This is an optimization exercise on Yosys and OpenROAD, whose aim is small area, a short achievable clock period and few clock cycles, not a production implementation. Only simulation tests tie the RTL to the original design; equivalence was not proved. No activity file was given, so power comes from the tool's default toggle rates.

**flow/run.sh**
```bash
#!/bin/bash
# synth_recipe.tcl (not shown) runs the flow's synth.tcl, then flattens the netlist and writes it again
# the make line also repeats each setting of config.mk as NAME=value (left out here)
make -C /OpenROAD-flow-scripts/flow DESIGN_CONFIG=/design/flow/config.mk WORK_HOME=/design/flow/orfs CLKGATE_MAP_FILE= SYNTH_SCRIPT=/design/flow/synth_recipe.tcl finish
```
**flow/config.mk**
```make
export PLATFORM = sky130hd
export DESIGN_NAME = fwd_core_top
export DESIGN_NICKNAME = fwd_core_top
export VERILOG_FILES = /design/flow/design.v
export SDC_FILE = /design/flow/constraint.sdc
export NUM_CORES = 4
export LEC_CHECK = 0
export CAP_MARGIN = 20
export CORE_MARGIN = 2
export CORE_UTILIZATION = 40
export SLEW_MARGIN = 20
```
**flow/constraint.sdc**
```tcl
create_clock -name core_clock -period 12.0 [get_ports {clk_i}]
set_input_delay 2.4000 -clock core_clock [delete_from_list [all_inputs] [get_ports {clk_i}]]
set_output_delay 2.4000 -clock core_clock [all_outputs]
set_load 0.01 [all_outputs]
```
**flow/design.v**
```verilog
package isa_pkg;
    typedef logic [31:0] word_t;
    typedef logic [31:0] instr_t;
    typedef logic [4:0]  reg_addr_t;
    localparam logic [6:0] OPC_OP     = 7'b0110011;
    localparam logic [6:0] OPC_OP_IMM = 7'b0010011;
    localparam logic [6:0] OPC_LOAD   = 7'b0000011;
    localparam logic [6:0] FUNCT7_MULDIV = 7'b0000001;
endpackage
package pipe_pkg;
    typedef logic [1:0] op_class_t;
    typedef logic [2:0] wb_dist_t;
    localparam op_class_t CLS_NONE = 2'd0;
    localparam op_class_t CLS_ALU  = 2'd1;
    localparam op_class_t CLS_MUL  = 2'd2;
    localparam op_class_t CLS_LOAD = 2'd3;
    localparam wb_dist_t ALU_WB_DIST  = 3'd2;
    localparam wb_dist_t LOAD_WB_DIST = 3'd4;
    localparam wb_dist_t MUL_WB_DIST  = 3'd6;
endpackage
`timescale 1ns/1ps
module decode_stage (
    input  logic      clk_i,
    input  logic      arst_n_i,
    input  isa_pkg::instr_t    instr_i,
    input  logic      instr_valid_i,
    input  logic      hazard_stall_i,
    input  logic      freeze_i,
    output logic      stall_o,
    output logic      dec_valid_o,
    output isa_pkg::reg_addr_t dec_rs1_o,
    output isa_pkg::reg_addr_t dec_rs2_o,
    output logic      dec_uses_b_o,
    output isa_pkg::reg_addr_t dec_rd_o,
    output logic      dec_wr_en_o,
    output pipe_pkg::op_class_t dec_class_o,
    output isa_pkg::word_t     dec_imm_o,
    output logic      dec_issue_o
);
    isa_pkg::instr_t    instr_q;
    logic      valid_q;
    logic      accept;
    pipe_pkg::op_class_t cls;
    assign stall_o     = valid_q && (hazard_stall_i || freeze_i);
    assign accept      = instr_valid_i && !stall_o;
    assign dec_issue_o = valid_q && !hazard_stall_i && !freeze_i;
    always_ff @(posedge clk_i or negedge arst_n_i) begin
        if (!arst_n_i) begin
            valid_q <= 1'b0;
        end else if (accept) begin
            valid_q <= 1'b1;
        end else if (dec_issue_o) begin
            valid_q <= 1'b0;
        end
    end
    always_ff @(posedge clk_i) begin
        if (accept) begin
            instr_q <= instr_i;
        end
    end
    always_comb begin
        cls = pipe_pkg::CLS_NONE;
        case (instr_q[6:0])
            isa_pkg::OPC_OP: begin
                if (instr_q[14:12] == 3'b000 && instr_q[31:25] == isa_pkg::FUNCT7_MULDIV) begin
                    cls = pipe_pkg::CLS_MUL;
                end else if (instr_q[14:12] == 3'b000 && instr_q[31:25] == 7'b0) begin
                    cls = pipe_pkg::CLS_ALU;
                end
            end
            isa_pkg::OPC_OP_IMM: cls = (instr_q[14:12] == 3'b000) ? pipe_pkg::CLS_ALU : pipe_pkg::CLS_NONE;
            isa_pkg::OPC_LOAD:   cls = (instr_q[14:12] == 3'b010) ? pipe_pkg::CLS_LOAD : pipe_pkg::CLS_NONE;
            default:    cls = pipe_pkg::CLS_NONE;
        endcase
    end
    assign dec_valid_o  = valid_q;
    assign dec_class_o  = cls;
    assign dec_uses_b_o = (instr_q[6:0] == isa_pkg::OPC_OP) && (cls != pipe_pkg::CLS_NONE);
    assign dec_rs1_o    = instr_q[19:15];
    assign dec_rd_o     = instr_q[11:7];
    assign dec_wr_en_o  = (cls != pipe_pkg::CLS_NONE) && (dec_rd_o != '0);
    assign dec_rs2_o = dec_uses_b_o ? instr_q[24:20] : '0;
    assign dec_imm_o = dec_uses_b_o ? '0 : {{20{instr_q[31]}}, instr_q[31:20]};
endmodule
`timescale 1ns/1ps
module exec_pipeline (
    input  logic      clk_i,
    input  logic      arst_n_i,
    input  logic      dec_issue_i,
    input  pipe_pkg::op_class_t dec_class_i,
    input  isa_pkg::reg_addr_t dec_rd_i,
    input  logic      dec_wr_en_i,
    input  isa_pkg::word_t     dec_imm_i,
    input  isa_pkg::word_t     rf_data_a_i,
    input  isa_pkg::word_t     rf_data_b_i,
    input  logic      bypass_a_en_i,
    input  logic      bypass_b_en_i,
    input  isa_pkg::word_t     bypass_data_a_i,
    input  isa_pkg::word_t     bypass_data_b_i,
    input  isa_pkg::word_t     cache_data_i,
    input  logic      cache_hit_i,
    output logic      cache_req_o,
    output isa_pkg::word_t     cache_addr_o,
    output logic      freeze_o,
    output logic      exe_wr_en_o,
    output isa_pkg::reg_addr_t exe_rd_o,
    output logic      exe_is_load_o,
    output isa_pkg::word_t     exe_data_o,
    output logic      m1_wr_en_o,
    output isa_pkg::reg_addr_t m1_rd_o,
    output logic      m2_wr_en_o,
    output isa_pkg::reg_addr_t m2_rd_o,
    output logic      m3_wr_en_o,
    output isa_pkg::reg_addr_t m3_rd_o,
    output logic      m4_wr_en_o,
    output isa_pkg::reg_addr_t m4_rd_o,
    output logic      m5_wr_en_o,
    output isa_pkg::reg_addr_t m5_rd_o,
    output isa_pkg::word_t     m5_data_o,
    output logic      tl_wr_en_o,
    output isa_pkg::reg_addr_t tl_rd_o,
    output logic      c_wr_en_o,
    output isa_pkg::reg_addr_t c_rd_o,
    output isa_pkg::word_t     c_data_o,
    output logic      wb_wr_en_o,
    output logic      wb_en_o,
    output isa_pkg::reg_addr_t wb_addr_o,
    output isa_pkg::word_t     wb_data_o
);
    logic      exe_v_q;
    logic      m1_v_q;
    logic      slot_ld_q;
    logic      slot_wr_q;
    isa_pkg::reg_addr_t slot_rd_q;
    isa_pkg::word_t     opa_q;
    isa_pkg::word_t     opb_q;
    isa_pkg::word_t     imm_q;
    logic      m_v_q    [2:5];
    logic      m_wr_q   [2:5];
    isa_pkg::reg_addr_t m_rd_q   [2:5];
    isa_pkg::word_t     m_data_q [2:5];
    logic      tl_v_q;
    logic      tl_wr_q;
    isa_pkg::reg_addr_t tl_rd_q;
    isa_pkg::word_t     tl_addr_q;
    logic      c_v_q;
    logic      c_wr_q;
    isa_pkg::reg_addr_t c_rd_q;
    isa_pkg::word_t     c_addr_q;
    logic      wb_v_q;
    isa_pkg::reg_addr_t wb_rd_q;
    isa_pkg::word_t     wb_data_q;
    isa_pkg::word_t     op_a;
    isa_pkg::word_t     op_b;
    isa_pkg::word_t     sum;
    logic      take_exe;
    logic      take_mul;
    logic      take_c;
    assign op_a = bypass_a_en_i ? bypass_data_a_i : rf_data_a_i;
    assign op_b = bypass_b_en_i ? bypass_data_b_i : rf_data_b_i;
    assign sum  = opa_q + opb_q + imm_q;
    assign take_exe = exe_v_q && !slot_ld_q && slot_wr_q;
    assign take_mul = m_v_q[5] && m_wr_q[5];
    assign take_c   = c_v_q && c_wr_q;
    always_ff @(posedge clk_i or negedge arst_n_i) begin
        if (!arst_n_i) begin
            exe_v_q <= 1'b0;
            m1_v_q  <= 1'b0;
            for (int k = 2; k <= 5; k++) begin
                m_v_q[k] <= 1'b0;
            end
            tl_v_q <= 1'b0;
            c_v_q  <= 1'b0;
            wb_v_q <= 1'b0;
        end else if (!freeze_o) begin
            exe_v_q  <= dec_issue_i && (dec_class_i == pipe_pkg::CLS_ALU || dec_class_i == pipe_pkg::CLS_LOAD);
            m1_v_q   <= dec_issue_i && (dec_class_i == pipe_pkg::CLS_MUL);
            m_v_q[2] <= m1_v_q;
            for (int k = 3; k <= 5; k++) begin
                m_v_q[k] <= m_v_q[k-1];
            end
            tl_v_q <= exe_v_q && slot_ld_q;
            c_v_q  <= tl_v_q;
            wb_v_q <= take_exe || take_mul || take_c;
        end
    end
    always_ff @(posedge clk_i) begin
        if (!freeze_o) begin
            if (dec_issue_i) begin
                slot_ld_q <= (dec_class_i == pipe_pkg::CLS_LOAD);
                slot_wr_q <= dec_wr_en_i;
                slot_rd_q <= dec_rd_i;
                opa_q     <= op_a;
                opb_q     <= op_b;
                imm_q     <= dec_imm_i;
            end
            m_wr_q[2]   <= slot_wr_q;
            m_rd_q[2]   <= slot_rd_q;
            m_data_q[2] <= opa_q * opb_q;
            for (int k = 3; k <= 5; k++) begin
                m_wr_q[k]   <= m_wr_q[k-1];
                m_rd_q[k]   <= m_rd_q[k-1];
                m_data_q[k] <= m_data_q[k-1];
            end
            tl_wr_q   <= slot_wr_q;
            tl_rd_q   <= slot_rd_q;
            tl_addr_q <= sum;
            c_wr_q    <= tl_wr_q;
            c_rd_q    <= tl_rd_q;
            c_addr_q  <= tl_addr_q;
            if (take_exe) begin
                wb_rd_q   <= slot_rd_q;
                wb_data_q <= sum;
            end else if (take_mul) begin
                wb_rd_q   <= m_rd_q[5];
                wb_data_q <= m_data_q[5];
            end else begin
                wb_rd_q   <= c_rd_q;
                wb_data_q <= cache_data_i;
            end
        end
    end
    assign freeze_o     = c_v_q && !cache_hit_i;
    assign cache_req_o  = c_v_q;
    assign cache_addr_o = c_addr_q;
    assign exe_wr_en_o   = exe_v_q && slot_wr_q;
    assign exe_rd_o      = slot_rd_q;
    assign exe_is_load_o = slot_ld_q;
    assign exe_data_o    = sum;
    assign m1_wr_en_o    = m1_v_q && slot_wr_q;
    assign m1_rd_o       = slot_rd_q;
    assign m2_wr_en_o    = m_v_q[2] && m_wr_q[2];
    assign m2_rd_o       = m_rd_q[2];
    assign m3_wr_en_o    = m_v_q[3] && m_wr_q[3];
    assign m3_rd_o       = m_rd_q[3];
    assign m4_wr_en_o    = m_v_q[4] && m_wr_q[4];
    assign m4_rd_o       = m_rd_q[4];
    assign m5_wr_en_o    = take_mul;
    assign m5_rd_o       = m_rd_q[5];
    assign m5_data_o     = m_data_q[5];
    assign tl_wr_en_o    = tl_v_q && tl_wr_q;
    assign tl_rd_o       = tl_rd_q;
    assign c_wr_en_o     = take_c;
    assign c_rd_o        = c_rd_q;
    assign c_data_o      = cache_data_i;
    assign wb_wr_en_o = wb_v_q;
    assign wb_en_o    = wb_v_q && !freeze_o;
    assign wb_addr_o  = wb_rd_q;
    assign wb_data_o  = wb_data_q;
endmodule
`timescale 1ns/1ps
module bypass_ctrl (
    input  logic      dec_valid_i,
    input  isa_pkg::reg_addr_t dec_rs1_i,
    input  isa_pkg::reg_addr_t dec_rs2_i,
    input  logic      dec_uses_b_i,
    input  logic      dec_wr_en_i,
    input  isa_pkg::reg_addr_t dec_rd_i,
    input  pipe_pkg::op_class_t dec_class_i,
    input  logic      exe_wr_en_i,
    input  isa_pkg::reg_addr_t exe_rd_i,
    input  logic      exe_is_load_i,
    input  isa_pkg::word_t     exe_data_i,
    input  logic      m1_wr_en_i,
    input  isa_pkg::reg_addr_t m1_rd_i,
    input  logic      m2_wr_en_i,
    input  isa_pkg::reg_addr_t m2_rd_i,
    input  logic      m3_wr_en_i,
    input  isa_pkg::reg_addr_t m3_rd_i,
    input  logic      m4_wr_en_i,
    input  isa_pkg::reg_addr_t m4_rd_i,
    input  logic      m5_wr_en_i,
    input  isa_pkg::reg_addr_t m5_rd_i,
    input  isa_pkg::word_t     m5_data_i,
    input  logic      tl_wr_en_i,
    input  isa_pkg::reg_addr_t tl_rd_i,
    input  logic      c_wr_en_i,
    input  isa_pkg::reg_addr_t c_rd_i,
    input  isa_pkg::word_t     c_data_i,
    input  logic      wb_wr_en_i,
    input  isa_pkg::reg_addr_t wb_rd_i,
    input  isa_pkg::word_t     wb_data_i,
    input  logic      cache_hit_i,
    output logic      bypass_a_en_o,
    output logic      bypass_b_en_o,
    output isa_pkg::word_t     bypass_data_a_o,
    output isa_pkg::word_t     bypass_data_b_o,
    output logic      hazard_stall_o
);
    localparam int NREC = 9;
    logic [NREC-1:0] rec_en;
    logic [NREC-1:0] rec_ready;
    isa_pkg::reg_addr_t       rec_rd   [NREC];
    pipe_pkg::wb_dist_t        rec_dist [NREC];
    isa_pkg::word_t           rec_data [NREC];
    pipe_pkg::wb_dist_t        own_dist;
    logic            stall_a;
    logic            stall_b;
    logic            struct_hzd;
    logic            waw_hzd;
    always_comb begin
        rec_en = {wb_wr_en_i, c_wr_en_i, tl_wr_en_i, m5_wr_en_i, m4_wr_en_i,
                  m3_wr_en_i, m2_wr_en_i, m1_wr_en_i, exe_wr_en_i};
        rec_ready = {1'b1, cache_hit_i, 1'b0, 1'b1, 4'b0000, !exe_is_load_i};
        rec_rd[0] = exe_rd_i;
        rec_rd[1] = m1_rd_i;
        rec_rd[2] = m2_rd_i;
        rec_rd[3] = m3_rd_i;
        rec_rd[4] = m4_rd_i;
        rec_rd[5] = m5_rd_i;
        rec_rd[6] = tl_rd_i;
        rec_rd[7] = c_rd_i;
        rec_rd[8] = wb_rd_i;
        rec_data[0] = exe_data_i;
        rec_data[1] = '0;
        rec_data[2] = '0;
        rec_data[3] = '0;
        rec_data[4] = '0;
        rec_data[5] = m5_data_i;
        rec_data[6] = '0;
        rec_data[7] = c_data_i;
        rec_data[8] = wb_data_i;
        rec_dist[0] = exe_is_load_i ? pipe_pkg::LOAD_WB_DIST - 3'd1 : pipe_pkg::ALU_WB_DIST - 3'd1;
        rec_dist[1] = pipe_pkg::MUL_WB_DIST - 3'd1;
        rec_dist[2] = pipe_pkg::MUL_WB_DIST - 3'd2;
        rec_dist[3] = pipe_pkg::MUL_WB_DIST - 3'd3;
        rec_dist[4] = pipe_pkg::MUL_WB_DIST - 3'd4;
        rec_dist[5] = pipe_pkg::MUL_WB_DIST - 3'd5;
        rec_dist[6] = pipe_pkg::LOAD_WB_DIST - 3'd2;
        rec_dist[7] = pipe_pkg::LOAD_WB_DIST - 3'd3;
        rec_dist[8] = 3'd0;
    end
    function automatic logic [33:0] resolve(input isa_pkg::reg_addr_t src, input logic used);
        logic     found;
        pipe_pkg::wb_dist_t best;
        int       sel;
        found = 1'b0;
        best  = '0;
        sel   = 0;
        for (int i = 0; i < NREC; i++) begin
            if (used && src != '0 && rec_en[i] && rec_rd[i] == src &&
                (!found || rec_dist[i] > best)) begin
                found = 1'b1;
                best  = rec_dist[i];
                sel   = i;
            end
        end
        if (!found) begin
            resolve = '0;
        end else if (rec_ready[sel]) begin
            resolve = {2'b01, rec_data[sel]};
        end else begin
            resolve = {2'b10, 32'b0};
        end
    endfunction
    always_comb begin
        {stall_a, bypass_a_en_o, bypass_data_a_o} =
            resolve(dec_rs1_i, dec_valid_i && dec_class_i != pipe_pkg::CLS_NONE);
        {stall_b, bypass_b_en_o, bypass_data_b_o} =
            resolve(dec_rs2_i, dec_valid_i && dec_uses_b_i);
    end
    always_comb begin
        case (dec_class_i)
            pipe_pkg::CLS_ALU:  own_dist = pipe_pkg::ALU_WB_DIST;
            pipe_pkg::CLS_LOAD: own_dist = pipe_pkg::LOAD_WB_DIST;
            pipe_pkg::CLS_MUL:  own_dist = pipe_pkg::MUL_WB_DIST;
            default:  own_dist = '0;
        endcase
    end
    always_comb begin
        struct_hzd = 1'b0;
        waw_hzd    = 1'b0;
        for (int i = 0; i < NREC; i++) begin
            if (dec_valid_i && dec_wr_en_i && rec_en[i]) begin
                if (rec_dist[i] == own_dist) begin
                    struct_hzd = 1'b1;
                end
                if (rec_rd[i] == dec_rd_i && rec_dist[i] > own_dist) begin
                    waw_hzd = 1'b1;
                end
            end
        end
    end
    assign hazard_stall_o = stall_a || stall_b || struct_hzd || waw_hzd;
endmodule
`timescale 1ns/1ps
module reg_file (
    input  logic      clk_i,
    input  logic      arst_n_i,
    input  isa_pkg::reg_addr_t rd_addr_a_i,
    input  isa_pkg::reg_addr_t rd_addr_b_i,
    output isa_pkg::word_t     rd_data_a_o,
    output isa_pkg::word_t     rd_data_b_o,
    input  logic      wr_en_i,
    input  isa_pkg::reg_addr_t wr_addr_i,
    input  isa_pkg::word_t     wr_data_i
);
    isa_pkg::word_t regs [32];
    always_ff @(posedge clk_i or negedge arst_n_i) begin
        if (!arst_n_i) begin
            for (int i = 0; i < 32; i++) begin
                regs[i] <= '0;
            end
        end else if (wr_en_i && wr_addr_i != '0) begin
            regs[wr_addr_i] <= wr_data_i;
        end
    end
    assign rd_data_a_o = (rd_addr_a_i == '0) ? '0 : regs[rd_addr_a_i];
    assign rd_data_b_o = (rd_addr_b_i == '0) ? '0 : regs[rd_addr_b_i];
endmodule
`timescale 1ns/1ps
module fwd_core_top (
    input  logic      clk_i,
    input  logic      arst_n_i,
    input  isa_pkg::instr_t    instr_i,
    input  logic      instr_valid_i,
    output logic      stall_o,
    output logic      cache_req_o,
    output isa_pkg::word_t     cache_addr_o,
    input  isa_pkg::word_t     cache_data_i,
    input  logic      cache_hit_i,
    output logic      wb_en_o,
    output isa_pkg::reg_addr_t wb_addr_o,
    output isa_pkg::word_t     wb_data_o
);
    logic      dec_valid, dec_uses_b, dec_wr_en, dec_issue, hazard_stall, freeze;
    isa_pkg::reg_addr_t dec_rs1, dec_rs2, dec_rd;
    pipe_pkg::op_class_t dec_class;
    isa_pkg::word_t     dec_imm, rf_data_a, rf_data_b, bypass_data_a, bypass_data_b;
    logic      bypass_a_en, bypass_b_en;
    logic      exe_wr_en, exe_is_load, m1_wr_en, m2_wr_en, m3_wr_en, m4_wr_en, m5_wr_en;
    logic      tl_wr_en, c_wr_en, wb_wr_en;
    isa_pkg::reg_addr_t exe_rd, m1_rd, m2_rd, m3_rd, m4_rd, m5_rd, tl_rd, c_rd;
    isa_pkg::word_t     exe_data, m5_data, c_data;
    decode_stage decode_i (
        .clk_i, .arst_n_i, .instr_i, .instr_valid_i, .stall_o,
        .hazard_stall_i(hazard_stall), .freeze_i(freeze),
        .dec_valid_o(dec_valid), .dec_rs1_o(dec_rs1), .dec_rs2_o(dec_rs2),
        .dec_uses_b_o(dec_uses_b), .dec_rd_o(dec_rd), .dec_wr_en_o(dec_wr_en),
        .dec_class_o(dec_class), .dec_imm_o(dec_imm), .dec_issue_o(dec_issue)
    );
    exec_pipeline exec_i (
        .clk_i, .arst_n_i, .cache_data_i, .cache_hit_i, .cache_req_o, .cache_addr_o,
        .dec_issue_i(dec_issue), .dec_class_i(dec_class), .dec_rd_i(dec_rd),
        .dec_wr_en_i(dec_wr_en), .dec_imm_i(dec_imm),
        .rf_data_a_i(rf_data_a), .rf_data_b_i(rf_data_b),
        .bypass_a_en_i(bypass_a_en), .bypass_b_en_i(bypass_b_en),
        .bypass_data_a_i(bypass_data_a), .bypass_data_b_i(bypass_data_b),
        .freeze_o(freeze), .exe_wr_en_o(exe_wr_en), .exe_rd_o(exe_rd),
        .exe_is_load_o(exe_is_load), .exe_data_o(exe_data),
        .m1_wr_en_o(m1_wr_en), .m1_rd_o(m1_rd), .m2_wr_en_o(m2_wr_en), .m2_rd_o(m2_rd),
        .m3_wr_en_o(m3_wr_en), .m3_rd_o(m3_rd), .m4_wr_en_o(m4_wr_en), .m4_rd_o(m4_rd),
        .m5_wr_en_o(m5_wr_en), .m5_rd_o(m5_rd), .m5_data_o(m5_data),
        .tl_wr_en_o(tl_wr_en), .tl_rd_o(tl_rd),
        .c_wr_en_o(c_wr_en), .c_rd_o(c_rd), .c_data_o(c_data),
        .wb_wr_en_o(wb_wr_en), .wb_en_o, .wb_addr_o, .wb_data_o
    );
    bypass_ctrl bypass_i (
        .dec_valid_i(dec_valid), .dec_rs1_i(dec_rs1), .dec_rs2_i(dec_rs2),
        .dec_uses_b_i(dec_uses_b), .dec_wr_en_i(dec_wr_en), .dec_rd_i(dec_rd),
        .dec_class_i(dec_class), .exe_wr_en_i(exe_wr_en), .exe_rd_i(exe_rd),
        .exe_is_load_i(exe_is_load), .exe_data_i(exe_data),
        .m1_wr_en_i(m1_wr_en), .m1_rd_i(m1_rd), .m2_wr_en_i(m2_wr_en), .m2_rd_i(m2_rd),
        .m3_wr_en_i(m3_wr_en), .m3_rd_i(m3_rd), .m4_wr_en_i(m4_wr_en), .m4_rd_i(m4_rd),
        .m5_wr_en_i(m5_wr_en), .m5_rd_i(m5_rd), .m5_data_i(m5_data),
        .tl_wr_en_i(tl_wr_en), .tl_rd_i(tl_rd),
        .c_wr_en_i(c_wr_en), .c_rd_i(c_rd), .c_data_i(c_data),
        .wb_wr_en_i(wb_wr_en), .wb_rd_i(wb_addr_o), .wb_data_i(wb_data_o), .cache_hit_i,
        .bypass_a_en_o(bypass_a_en), .bypass_b_en_o(bypass_b_en),
        .bypass_data_a_o(bypass_data_a), .bypass_data_b_o(bypass_data_b),
        .hazard_stall_o(hazard_stall)
    );
    reg_file rf_i (
        .clk_i, .arst_n_i,
        .rd_addr_a_i(dec_rs1), .rd_addr_b_i(dec_rs2),
        .rd_data_a_o(rf_data_a), .rd_data_b_o(rf_data_b),
        .wr_en_i(wb_en_o), .wr_addr_i(wb_addr_o), .wr_data_i(wb_data_o)
    );
endmodule
```
==> impl_metrics.tcl <==
set metrics [dict create \
    slowest_delay_ns 0.72 \
    clock_skew_ns 0.0615 \
    grt_pass1_vias 66300 \
    path_cells "nor4b_2 > nand2_1 > nor4_1 > inv_1 > ha_1 > and3b_1 > nand3_1 > o21a_1 > nor4_1 > o31a_1 > nor2_1 > and2_1 > buf_4 > nor2_1 > o211a_1 > a21o_1 > clkdlybuf4s50_1" \
    fin_crit_sh 0.822 \
    r2r_cells 26 \
    num_rows 166 \
    detail_route.first_pass.iterations 10 \
    grt-ovfl-total 0 \
    ctsResizeCount 0 \
    place_ws_ns 3.09 \
    clock_sinks 1370 \
    io_buffers 139 \
    start_util 0.403 \
    grt_max_degree 166 \
    clkPwrFrac 0.326 \
    power.internal_mw 10.1 \
    max_freq_mhz 101 \
    path_max_fanout 31 \
    hold_viol 0 \
    tightest_slew_ns 1.27 \
    rsz0062_at_grt "false" \
    die-area_um2 211000 \
    syn-num-nets 7850 \
    drv_cap 0 \
    io_pins 140 \
    synth_xor_xnor_area_share 0.0191 \
    drc 0 \
    synthAdderAreaFrac 0.130 \
    ctsLongestPathBuffers 3 \
    post_cts_buffers 0 \
    tns_ns 0 \
    synth-simple-area-share 0.0791 \
    synth_compound_area_frac 0.136 \
    drt_iter0_drc 12200 \
    routabilityCongestion 0.954 \
    switching_share 0.349 \
    coreArea_um2 205000 \
    ir_drop_mv 0.319 \
    wl_mm 363 \
    areaGrowthSynthToFinish_pct 12.7 \
    reg2reg_setup_slack_ns 3.91 \
    min_path_type "register to register" \
    endpoint "stall_o" \
    switching_power_mw 5.42 \
    die_h_um 459 \
    synth_mux_area_frac 0.147 \
    clock_latency_ns 0.85 \
    grt_use_met1 0.451 \
    start_kind "register" \
    synth.ff_latch_count 1370 \
    ys_seq_area_frac 0.436 \
    worstReg2RegStart "exec_i.opb_q[2]" \
    synthArstFlopShare 0.731 \
    combPwrFrac 0.305 \
    grt.busiest_layer "met2" \
    fin_ws_ns 2.14 \
    use_met2 0.462 \
    ys_types 83 \
    final-setup-viol-count 0 \
    crit_required_ns 9.60 \
    crit_arrival_ns 7.46 \
    vias_per_cell 6.84 \
    via_count 68100 \
    synth_ff_type "dfrtp_1" \
    clk_pin_slew_ns 0.06 \
    final_nets 7787 \
    ant_nets 0 \
    seqPwrFrac 0.369 \
    whs_ns 0.398 \
    power_density_nw_per_um2 166 \
    worst-setup-path-type "register to primary output" \
    yosysWarnings 12 \
    maxSlewViolCount 0 \
    r2r-end "exec_i.m_data_q[2][31]" \
    grt_pass1_wl_mm 508 \
    cts_tree "built" \
    cp-end-kind "primary output" \
    syn_area_per_cell_um2 11.5 \
    cts_hold_buf 0 \
    p_leak_nw 41.6 \
    synthesis.area_um2 82800 \
    ctsHtreeMaxLevel 4 \
    synth_top_family_by_area "multiplexers" \
    antenna_found_initial 17 \
    die_w_um 459 \
    synth_edf_count 368 \
    layout_min_cycle_time_ns 9.86 \
    critPathLaunch "decode_i.instr_q[6]" \
    drive_gt1_frac 0.220 \
    cts_buffers 154 \
    wl_per_cell_um 36.4 \
    grt_usage 0.338 \
    slew-limit-headroom 0.152 \
    syn_inst 7184 \
    grt_util_met3 0.135 \
    clockRootBuffer "clkbuf_16" \
    outcome "timing/DRC/antenna clean" \
    place_hpwl_mm 210 \
    critPathSlowestCell "nand3_1" \
]
## cells in the final DEF, fill, tap and decap left out, types with 93 or more instances in the layout
master           count
a21oi_1            131
a221oi_1           318
a22o_1             275
a22oi_1            327
and2_1             122
buf_4              208
clkbuf_16          154
clkdlybuf4s50_1    138
dfrtp_1           1002
edfxtp_1           368
fa_1               440
ha_1               158
inv_1              556
mux2_2             997
mux2i_1             93
nand2_1            609
nand4_1            136
nor2_1              96
o21ai_0            119
xnor2_1            127
## power groups by stage
stage               Combinational, mW  Clock (mW)  Sequential, mW
global placement                 4.59           0            5.80
global route                     5.24        5.27            5.75
floorplan                        2.93           0            5.64
CTS                              4.68        5.08            5.73
detailed placement               4.59           0            5.80
finish                           4.73        5.05            5.72
## worst min-delay path by stage
stage,from,to,slack [ns],depth (start not counted)
floorplan,exec_i.tl_addr_q[0],exec_i.c_addr_q[0],0.40,0
global placement,exec_i.m_data_q[2][0],exec_i.m_data_q[3][0],0.40,0
detailed placement,exec_i.tl_addr_q[18],exec_i.c_addr_q[18],0.40,0
CTS,exec_i.m_data_q[4][28],exec_i.m_data_q[5][28],0.41,0
global route,exec_i.m_data_q[2][9],exec_i.m_data_q[3][9],0.41,0
finish,exec_i.m_data_q[4][28],exec_i.m_data_q[5][28],0.40,0
## routing by layer
layer	wire length, um	vias to the layer above	share of wire
li1	-	26000	-
met1	137000	34600	0.38
met2	144000	5984	0.40
met3	55900	1461	0.15
met4	26000	18	0.072
met5	165	-	0.00045
## cells in the mapped netlist, drive strengths merged, types with 7 or more instances
library cell  instances  share of area
dfrtp              1002           0.30
mux2                998           0.14
nand2               611          0.028
inv                 556          0.025
clkbuf              528          0.024
fa                  440           0.11
edfxtp              368           0.13
a22oi               328          0.030
a221oi              318          0.034
a22o                275          0.029
nor2                184         0.0083
ha                  158          0.024
nand4               136          0.010
a21oi               132         0.0080
xnor2               127          0.013
and2                122         0.0092
o21ai               121         0.0073
mux2i                93          0.011
nand3                84         0.0051
a222oi               61         0.0074
xor2                 54         0.0057
buf                  51         0.0027
nor3                 44         0.0027
and3                 41         0.0031
o221ai               36         0.0038
nor4                 32         0.0027
a21boi               28         0.0025
a21o                 24         0.0022
a211oi               17         0.0015
a31oi                17         0.0013
nand3b               16         0.0015
o31ai                16         0.0015
nor2b                14         0.0011
nand2b               13        0.00098
o21a                 13         0.0012
or4                  12         0.0011
o21bai               11         0.0010
nor4bb               10         0.0012
o211ai                7        0.00063
## area by class of cell
type,instances,area (um2)
flip-flops and latches,1370,36100
repair buffers,360,3170
inverters,557,2100
clock buffers,212,4280
diodes,15,37.5
multi-input cells,4678,43200
well taps,2688,3360
clock inverters,72,1060
fillers,18700,112000
## cells by family (layout without fill, tap and decap cells)
group,Yosys count,count (layout)
mux,1091,1091
fa+ha+maj,598,598
buf+inv,1136,1201
other cells,0,15
simple gates,1355,1355
flops,1370,1370
xor+xnor,181,181
compound gates,1453,1453
## critical path: cells and delay by family, from the launching register on
kind                       cells  cell delay [ns]
AOI/OAI and AO/OA              4             1.45
adders and majority gates      1             0.32
buffers and inverters          3             1.01
DFF                            1             0.53
and+or+nand+nor                9             3.30
## flip-flops by register name (all words and copies together) (netlist names), 10 cells and up
signal,cells
rf_i.regs,992
exec_i.m_data_q,128
decode_i.instr_q,32
exec_i.c_addr_q,32
exec_i.opa_q,32
exec_i.opb_q,32
exec_i.tl_addr_q,32
exec_i.wb_data_q,32
exec_i.imm_q,12
exec_i.m_rd_q,10
## stage by stage
step / cell area (um2) / util / cells / power, mW
3_5_place_dp: 87800 / 0.428 / 9643 / 10.4
6_report: 93300 / 0.455 / 9952 / 15.5
5_1_grt: 93300 / 0.454 / 9938 / 16.3
3_3_place_gp: 87700 / 0.428 / 9643 / 10.4
2_1_floorplan: 82800 / - / 7184 / 8.57
4_1_cts: 93100 / 0.454 / 9927 / 15.5
Testbench counts, summed over its fixed seeds: cycles 8,156.

-- port drivers added, routing unchanged --
Ports are ideal in the flow. The routed layout listed here was re-timed in OpenROAD. Step 1 sets driving cells, clkbuf_16 on the clock port and buf_2 on the other inputs (assumed; they add their load-dependent delay and slew). Step 2 adds t to the input delays and takes it off the output delays; t is the mean of the earliest and latest rising clock arrival at the registers after step 1. Input paths then give back, and output paths get back, about the clock's delay inside the block. Slacks: ideal ports / drivers / drivers and shift; pairs: ideal ports / drivers.
t (ns): 0.906
slack for setup (ns): 2.141 / 2.053 / 2.959
worst register clock-pin slew, ns: 0.07 / 0.07
worst slew at a driven data input, ns: 0.14
After both steps setup and hold are still met in this run. The setup slack of this run moves by -0.088 ns with the drivers and by +0.818 ns with both steps.
